From an optimization exercise on the open Yosys and OpenROAD flow, aimed at small area; shortcuts taken in it are not production practice. The RTL was checked by simulation tests, not by an equivalence proof against the original design. Power and IR drop assume default switching activity.

--- design/flow/config.mk ---
export PLATFORM = sky130hd
export DESIGN_NAME = can_rx_msgbuf
export DESIGN_NICKNAME = can_rx_msgbuf
export VERILOG_FILES = /design/flow/design.v
export SDC_FILE = /design/flow/constraint.sdc
export NUM_CORES = 4
export LEC_CHECK = 0
export CAP_MARGIN = 20
export CORE_AREA = 10 10 490 490
export DIE_AREA = 0 0 500 500
export SLEW_MARGIN = 20
--- design/flow/constraint.sdc ---
create_clock -name core_clock -period 10.0 [get_ports {clk}]
set_input_delay 2.0000 -clock core_clock [delete_from_list [all_inputs] [get_ports {clk}]]
set_output_delay 2.0000 -clock core_clock [all_outputs]
set_load 0.01 [all_outputs]
--- design/flow/design.v ---
package can_rx_pkg;
  localparam int unsigned ID_W      = 29;
  localparam int unsigned KEY_W     = 31;   
  localparam int unsigned MAX_BYTES = 8;
  localparam int unsigned FMI_MAX_W = 6;
  localparam int unsigned ENTRY_W   = ID_W + 2 + 4 + FMI_MAX_W + 8 * MAX_BYTES;
  typedef enum logic [2:0] {
    ST_IDLE,
    ST_SCAN,
    ST_HOLD,
    ST_PEND,
    ST_COMMIT
  } state_t;
  typedef struct packed {
    logic [ID_W-1:0]           id;
    logic                      rtr;
    logic                      ext;
    logic [3:0]                pkt_size;
    logic [FMI_MAX_W-1:0]      fmi;
    logic [MAX_BYTES-1:0][7:0] data;   
  } entry_t;
endpackage
import can_rx_pkg::*;
module can_rx_filter_match
(
  input  logic             i_en,
  input  logic [KEY_W-1:0] i_key,
  input  logic [KEY_W-1:0] i_filter,
  input  logic [KEY_W-1:0] i_mask,
  output logic             o_match_c
);
  assign o_match_c = i_en && (((i_key ^ i_filter) & i_mask) == '0);
endmodule
import can_rx_pkg::*;
module can_rx_msgbuf
#(
  parameter  int unsigned NUM_FILTERS = 20,
  parameter  int unsigned DEPTH       = 8,
  localparam int unsigned FMI_W       = $clog2(NUM_FILTERS + 1),
  localparam int unsigned OCC_W       = $clog2(DEPTH) + 1
) (
  input  logic                         clk,
  input  logic                         RST,
  input  logic                         clear,
  input  logic                         new_ID,
  input  logic [28:0]                  ID,
  input  logic                         RTR,
  input  logic                         EXT,
  input  logic [7:0]                   data,
  input  logic [3:0]                   data_index,
  input  logic                         load_data,
  input  logic [3:0]                   pkt_size,
  input  logic                         pkt_done,
  input  logic                         pkt_abort,
  input  logic                         enable_overrun,
  input  logic [NUM_FILTERS-1:0]       mask_enable,
  input  logic [KEY_W*NUM_FILTERS-1:0] filter_flat,
  input  logic [KEY_W*NUM_FILTERS-1:0] mask_flat,
  input  logic                         read_fifo,
  output logic [OCC_W-1:0]             occupancy,
  output logic                         full,
  output logic                         empty,
  output logic                         overrun,
  output logic [31:0]                  data_L,
  output logic [31:0]                  data_H,
  output logic [28:0]                  ID_out,
  output logic [3:0]                   pkt_size_out,
  output logic                         RTR_out,
  output logic                         EXT_out,
  output logic [FMI_W-1:0]             fmi_out,
  output logic                         fifo_read
);
  localparam int unsigned AW = $clog2(DEPTH);
  can_rx_pkg::state_t                    r_state;
  logic [ID_W-1:0]           r_id;
  logic                      r_rtr;
  logic                      r_ext;
  logic [3:0]                r_size;
  logic [MAX_BYTES-1:0][7:0] r_data;
  logic                      r_accept;
  logic [FMI_W-1:0]          r_fmi;
  always_ff @(posedge clk) begin
    if (RST) begin
      r_id   <= '0;
      r_rtr  <= 1'b0;
      r_ext  <= 1'b0;
      r_size <= '0;
      r_data <= '0;
    end else begin
      if (new_ID) begin
        r_id   <= ID;
        r_rtr  <= RTR;
        r_ext  <= EXT;
        r_size <= pkt_size;
        r_data <= '0;
      end else if (pkt_done && (r_state == ST_SCAN || r_state == ST_HOLD)) begin
        r_size <= pkt_size;
      end
      if (load_data && !data_index[3]) begin
        r_data[data_index[2:0]] <= data;
      end
    end
  end
  logic [KEY_W-1:0] w_key;
  logic [KEY_W-1:0] w_filt [NUM_FILTERS];
  logic [KEY_W-1:0] w_mask [NUM_FILTERS];
  logic             w_hit;
  logic             w_last;
  logic [FMI_W-1:0] w_hit_idx;
  assign w_key = {r_ext, r_rtr, r_id};
  for (genvar i = 0; i < NUM_FILTERS; i++) begin : g_slice
    assign w_filt[i] = filter_flat[KEY_W*i +: KEY_W];
    assign w_mask[i] = mask_flat[KEY_W*i +: KEY_W];
  end
  localparam int unsigned IDX_W = (NUM_FILTERS > 1) ? $clog2(NUM_FILTERS) : 1;
  logic [IDX_W-1:0] r_idx;
  can_rx_filter_match u_match (
    .i_en      (mask_enable[r_idx]),
    .i_key     (w_key),
    .i_filter  (w_filt[r_idx]),
    .i_mask    (w_mask[r_idx]),
    .o_match_c (w_hit)
  );
  assign w_hit_idx = FMI_W'(r_idx);
  assign w_last    = (r_idx == IDX_W'(NUM_FILTERS - 1));
  always_ff @(posedge clk) begin
    if (RST || new_ID) begin
      r_idx <= '0;
    end else if ((r_state == ST_SCAN || r_state == ST_PEND) && !w_hit && !w_last) begin
      r_idx <= r_idx + IDX_W'(1);
    end
  end
  logic w_done_seen;
  assign w_done_seen = pkt_done || (r_state == ST_PEND);
  always_ff @(posedge clk) begin
    if (RST) begin
      r_state  <= ST_IDLE;
      r_accept <= 1'b0;
      r_fmi    <= '0;
    end else if (new_ID) begin
      r_state  <= ST_SCAN;
      r_accept <= 1'b0;
      r_fmi    <= '0;
    end else if (pkt_abort && r_state != ST_COMMIT) begin
      r_state  <= ST_IDLE;
      r_accept <= 1'b0;
    end else begin
      case (r_state)
        ST_SCAN, ST_PEND: begin
          if (w_hit || w_last) begin
            r_accept <= w_hit || (mask_enable == '0);
            r_fmi    <= w_hit ? w_hit_idx : FMI_W'(NUM_FILTERS);
            r_state  <= w_done_seen ? ST_COMMIT : ST_HOLD;
          end else begin
            r_state  <= w_done_seen ? ST_PEND : ST_SCAN;
          end
        end
        ST_HOLD: begin
          if (pkt_done) r_state <= ST_COMMIT;
        end
        ST_COMMIT: begin
          r_state <= ST_IDLE;
        end
        default: begin
          r_state <= ST_IDLE;
        end
      endcase
    end
  end
  logic [ENTRY_W-1:0]           r_mem [DEPTH];
  can_rx_pkg::entry_t           r_head;
  can_rx_pkg::entry_t           w_entry;
  can_rx_pkg::entry_t           w_head_nxt;
  logic [AW-1:0]    r_wr_ptr;
  logic [AW-1:0]    r_rd_ptr;
  logic [OCC_W-1:0] r_count;
  logic             r_full;
  logic             r_empty;
  logic             r_overrun;
  logic             r_fifo_read;
  logic             w_push;
  logic             w_pop;
  logic             w_is_full;
  logic             w_wen;
  logic             w_ovr_nxt;
  logic [AW-1:0]    w_wr_nxt;
  logic [AW-1:0]    w_rd_nxt;
  logic [OCC_W-1:0] w_cnt_nxt;
  always_comb begin
    w_entry          = '0;
    w_entry.id       = r_id;
    w_entry.rtr      = r_rtr;
    w_entry.ext      = r_ext;
    w_entry.pkt_size = r_size;
    w_entry.fmi      = FMI_MAX_W'(r_fmi);
    w_entry.data     = r_data;
  end
  assign w_push    = (r_state == ST_COMMIT) && r_accept && !new_ID && !clear;
  assign w_pop     = read_fifo && (r_count != '0) && !clear;
  assign w_is_full = (r_count == OCC_W'(DEPTH));
  always_comb begin
    w_wen     = 1'b0;
    w_ovr_nxt = r_overrun;
    w_wr_nxt  = r_wr_ptr;
    w_rd_nxt  = r_rd_ptr;
    w_cnt_nxt = r_count;
    if (w_push) begin
      if (!w_is_full || w_pop) begin
        w_wen    = 1'b1;
        w_wr_nxt = r_wr_ptr + AW'(1);
        if (!w_pop) w_cnt_nxt = r_count + OCC_W'(1);
      end else if (enable_overrun) begin
        w_wen     = 1'b1;
        w_wr_nxt  = r_wr_ptr + AW'(1);
        w_rd_nxt  = r_rd_ptr + AW'(1);
        w_ovr_nxt = 1'b1;
      end else begin
        w_ovr_nxt = 1'b1;
      end
    end
    if (w_pop) begin
      w_rd_nxt = r_rd_ptr + AW'(1);
      if (!w_wen) w_cnt_nxt = r_count - OCC_W'(1);
    end
    if (clear) begin
      w_wr_nxt  = '0;
      w_rd_nxt  = '0;
      w_cnt_nxt = '0;
      w_ovr_nxt = 1'b0;
    end
  end
  always_comb begin
    if (w_cnt_nxt == '0) begin
      w_head_nxt = '0;
    end else if (w_wen && (r_wr_ptr == w_rd_nxt)) begin
      w_head_nxt = w_entry;
    end else begin
      w_head_nxt = r_mem[w_rd_nxt];
    end
  end
  always_ff @(posedge clk) begin
    if (w_wen) r_mem[r_wr_ptr] <= w_entry;
  end
  always_ff @(posedge clk) begin
    if (RST) begin
      r_wr_ptr    <= '0;
      r_rd_ptr    <= '0;
      r_count     <= '0;
      r_full      <= 1'b0;
      r_empty     <= 1'b1;
      r_overrun   <= 1'b0;
      r_fifo_read <= 1'b0;
      r_head      <= '0;
    end else begin
      r_wr_ptr    <= w_wr_nxt;
      r_rd_ptr    <= w_rd_nxt;
      r_count     <= w_cnt_nxt;
      r_full      <= (w_cnt_nxt == OCC_W'(DEPTH));
      r_empty     <= (w_cnt_nxt == '0);
      r_overrun   <= w_ovr_nxt;
      r_fifo_read <= w_pop;
      r_head      <= w_head_nxt;
    end
  end
  assign occupancy    = r_count;
  assign full         = r_full;
  assign empty        = r_empty;
  assign overrun      = r_overrun;
  assign fifo_read    = r_fifo_read;
  assign data_L       = r_head.data[3:0];
  assign data_H       = r_head.data[7:4];
  assign ID_out       = r_head.id;
  assign pkt_size_out = r_head.pkt_size;
  assign RTR_out      = r_head.rtr;
  assign EXT_out      = r_head.ext;
  assign fmi_out      = FMI_W'(r_head.fmi);
endmodule
--- design/flow/run.sh ---
#!/bin/bash
# synth_recipe.tcl (not shown) runs the flow's synth.tcl, then flattens the netlist and writes it again
# the make line also repeats each setting of config.mk as NAME=value (left out here)
make -C /OpenROAD-flow-scripts/flow DESIGN_CONFIG=/design/flow/config.mk WORK_HOME=/design/flow/orfs CLKGATE_MAP_FILE= SYNTH_SCRIPT=/design/flow/synth_recipe.tcl finish
==> run notes <==
-- path summary, 6_finish.rpt --
| path | startpoint | to | slack [ns] | depth (start not counted) |
|---|---|---|---|---|
| max | r_idx[4]$_SDFFE_PP0P_ | r_state[1]$_SDFFE_PP0P_ | 3.18 | 17 |
| min | r_state[2]$_SDFFE_PP0P_ | r_state[1]$_SDFFE_PP0P_ | 0.51 | 1 |
| max reg2reg | r_idx[4]$_SDFFE_PP0P_ | r_state[1]$_SDFFE_PP0P_ | 3.18 | 17 |
| min reg2reg | r_state[2]$_SDFFE_PP0P_ | r_state[1]$_SDFFE_PP0P_ | 0.51 | 1 |
-- metrics by stage --
| step | instances | worst slack [ns] | util [%] |
|---|---|---|---|
| after floorplan | 3561 | 1.74 | - |
| after CTS | 8085 | 3.14 | 31.3 |
| final | 8304 | 3.18 | 31.5 |
| after global placement | 7871 | 2.75 | 29.6 |
| after global routing | 8214 | 3.03 | 31.4 |
| after detailed placement | 7875 | 2.69 | 29.6 |
-- area by class of cell --
| class | instances | area (sq um) | share of cell area (%) |
|---|---|---|---|
| diodes | 219 | 548 | 0.757 |
| clock inverters | 54 | 768 | 1.06 |
| repair buffers | 1580 | 15600 | 21.5 |
| clock buffers | 156 | 3080 | 4.25 |
| well taps | 3026 | 3790 | 5.23 |
| multi-input cells | 2189 | 18900 | 26.2 |
| flip-flops and latches | 1063 | 29600 | 40.9 |
| inverters | 17 | 66.3 | 0.0916 |
-- cells by family after synthesis --
| group | synth area share [%] |
|---|---|
| flops | 59.5 |
| xor+xnor | 1.16 |
| fa+ha+maj | 0.352 |
| mux | 18.1 |
| compound gates | 11.5 |
| simple gates | 6.04 |
| buf+inv | 3.25 |
-- critical path, delay by kind of cell, from the launching register on --
family          cells  cell delay [ns]
fa+ha+maj           1             0.22
compound gates      6             2.10
buf+inv             4             1.33
flops               1             0.54
simple gates        5             1.75
xor+xnor            1             0.66
-- state kept, by name, summed over array words and instances, names as in the netlist --
signal	count
r_full	1
r_overrun	1
r_rd_ptr	3
r_fifo_read	1
r_ext	1
r_state	3
r_mem	832
r_wr_ptr	3
r_fmi	5
r_idx	5
r_empty	1
r_head	104
r_rtr	1
r_count	4
r_data	64
r_accept	1
r_id	29
r_size	4
-- power by group --
part	switching (mW)	total, mW	leakage (nW)	internal (mW)
sequential	0.0374	4.77	8.59	4.73
combinational	0.390	0.929	11.3	0.539
clock	1.82	4.32	1.86	2.50
-- metal layers --
layer	up-vias	GRT usage [%]	share of wire, %
met5	-	0	0.23
met4	148	19.1	6.8
met3	888	9.65	9.4
met2	3180	51.6	48
met1	22100	34.9	36
li1	17400	-	-
-- cell usage after synthesis (11+ instances only) --
cell	number
edfxtp_1	832
mux2i_1	597
nor2_1	262
dfxtp_1	231
a22oi_1	219
clkbuf_1	156
mux4_2	121
nand2_1	118
a211oi_1	113
o21ai_0	63
a222oi_1	59
a221oi_1	58
buf_2	54
buf_6	50
xor2_1	44
nor3_1	38
a21oi_1	36
a22o_1	35
nand4_1	34
nand3_1	33
o22ai_1	33
a32oi_1	32
buf_1	28
mux2_2	26
xnor2_1	22
a31oi_1	17
inv_1	15
ha_1	14
o211ai_1	14
a221o_1	13
nor2b_1	13
and3_1	12
nor4bb_1	11
==> reports/qor.yml <==
outcome:
  status: "finished clean"
placement:
  place_congestion: 0.989
  dp_hpwl_um: 332000
  io_buffers: 1427
  place_area_sq_um: 68000
worst_setup_path:
  worstSetupPathType: "reg -> reg"
  cp_max_fo: 20
  start_kind: "register"
  path_cells: "buf_4 > buf_4 > nand3b_1 > buf_4 > o22ai_1 > a221o_1 > a2111oi_2 > nand4_1 > xnor2_2 > o2111ai_1 > o21ai_1 > and4b_1 > nor2_1 > inv_1 > ha_1 > a21oi_1 > nor4_1"
  worst_setup_path_end_kind: "register"
  worst_path_max_delay_cell: "a2111oi_2"
  cp.required_ns: 10.62
  crit_arrival_ns: 7.44
  critical_path.max_stage_delay_ns: 0.97
  critPathMostFrequentCell: "buf_4"
yosys:
  yosys-top-cells-area: "edfxtp_1, mux2i_1, dfxtp_1, mux4_2, a22oi_1"
  synthArstFlopShare_pct: 0
  ys_seq_area_share_pct: 59.5
  synth_edf_count: 832
  yosys.area.top_type: "edfxtp_1"
  synth.avg_cell_area_sq_um: 14.0
  ys.warnings.count: 5
  synthDistinctLibCells: 81
  synth_area_sq_um: 49700
  synth_flop_cell: "edfxtp_1"
  syn_inst: 3561
  yosysTopAreaCellShare_pct: 50.2
  ys_seq_elements: 1063
  syn_nets: 4891
die:
  fp.coreArea_sq_um: 230000
  num_rows: 176
  ioPinCount: 1428
  dieWidth_um: 500
  die_area_sq_um: 250000
  fp.dieH_um: 500
  initial_core_util_pct: 21.7
timing:
  skew_ns: 0.0682
  rsz0062_at_grt: "no"
  slew_headroom_pct: 10.1
  fin_setup_tns_ns: 0
  final-max-slew-violation-count: 0
  report.final.hold_viol_count: 0
  finalCriticalPeriod_ns: 6.82
  fmax_ghz: 0.147
  post-route-period-util_pct: 68.2
  worst_hold_slack_ns: 0.508
  worst_pin_slew_ns: 1.33
  setup_viol: 0
clock_tree:
  cts.sinks: 1063
  post_cts_resized: 0
  cts_hold_buf: 0
  clk_latency_ns: 0.76
  post_cts_buffers: 0
  cts_tree: "done"
  h-tree-depth: 3
  cts_made_buffers: 110
  cts_root_buf: "clkbuf_16"
  cts-root-to-sink-buffers: 3
  cts.clk_slew.worst_paths_ns: 0.06
layout:
  final_cell_mix: "clkdlybuf4s50_1, edfxtp_1, mux2i_1"
  syn2layout_area_growth_pct: 45.5
  drive_gt1_share_pct: 10.8
  fill_cells: 23100
  design_area_sq_um: 72400
  final_nets: 6291
  layout_commonest_cell: "clkdlybuf4s50_1"
run:
  cap_violations: 0
grt:
  grt_pass1_vias: 41200
  grt_max_degree: 125
  antenna_found_initial: 421
  overflow: 0
  grt_pass1_wl_um: 498000
  grt_usage_pct: 31.1
detailed_routing:
  vias: 43700
  wl_per_cell_um: 49.2
  drt_iter0_drc: 5976
  drt_first_pass_iters: 6
  totalWireLength_um: 409000
  vias_per_cell: 5.27
  drc_errors: 0
  ant_nets: 0
power:
  finalPower_mw: 10.0
  p_leak_nw: 21.7
  power_density_nw_per_um2: 139
  vdd_drop_max_mv: 0.118
min_path:
  holdCritPathClass: "reg -> reg"

what the ideal ports hide:
Ports are ideal in the flow. The routed layout listed here was re-timed in OpenROAD. Step 1 sets driving cells, clkbuf_16 on the clock port and buf_2 on the other inputs (assumed; they add their load-dependent delay and slew). Step 2, shift: input delay + t, output delay - t, t = (earliest + latest rising clock arrival at the registers) / 2. This alone moves slack from input paths to output paths. a / b / c = no drivers / after step 1 / after step 2; a / b = the first two.
shift t [ns]: 0.819
setup slack, ns: 3.179 / 3.179 / 2.529
cell pins on the clock port's net: 1
After both steps setup and hold are still met in this run. The setup slack of this run moves by 0.000 ns with the drivers and by -0.650 ns with both steps.
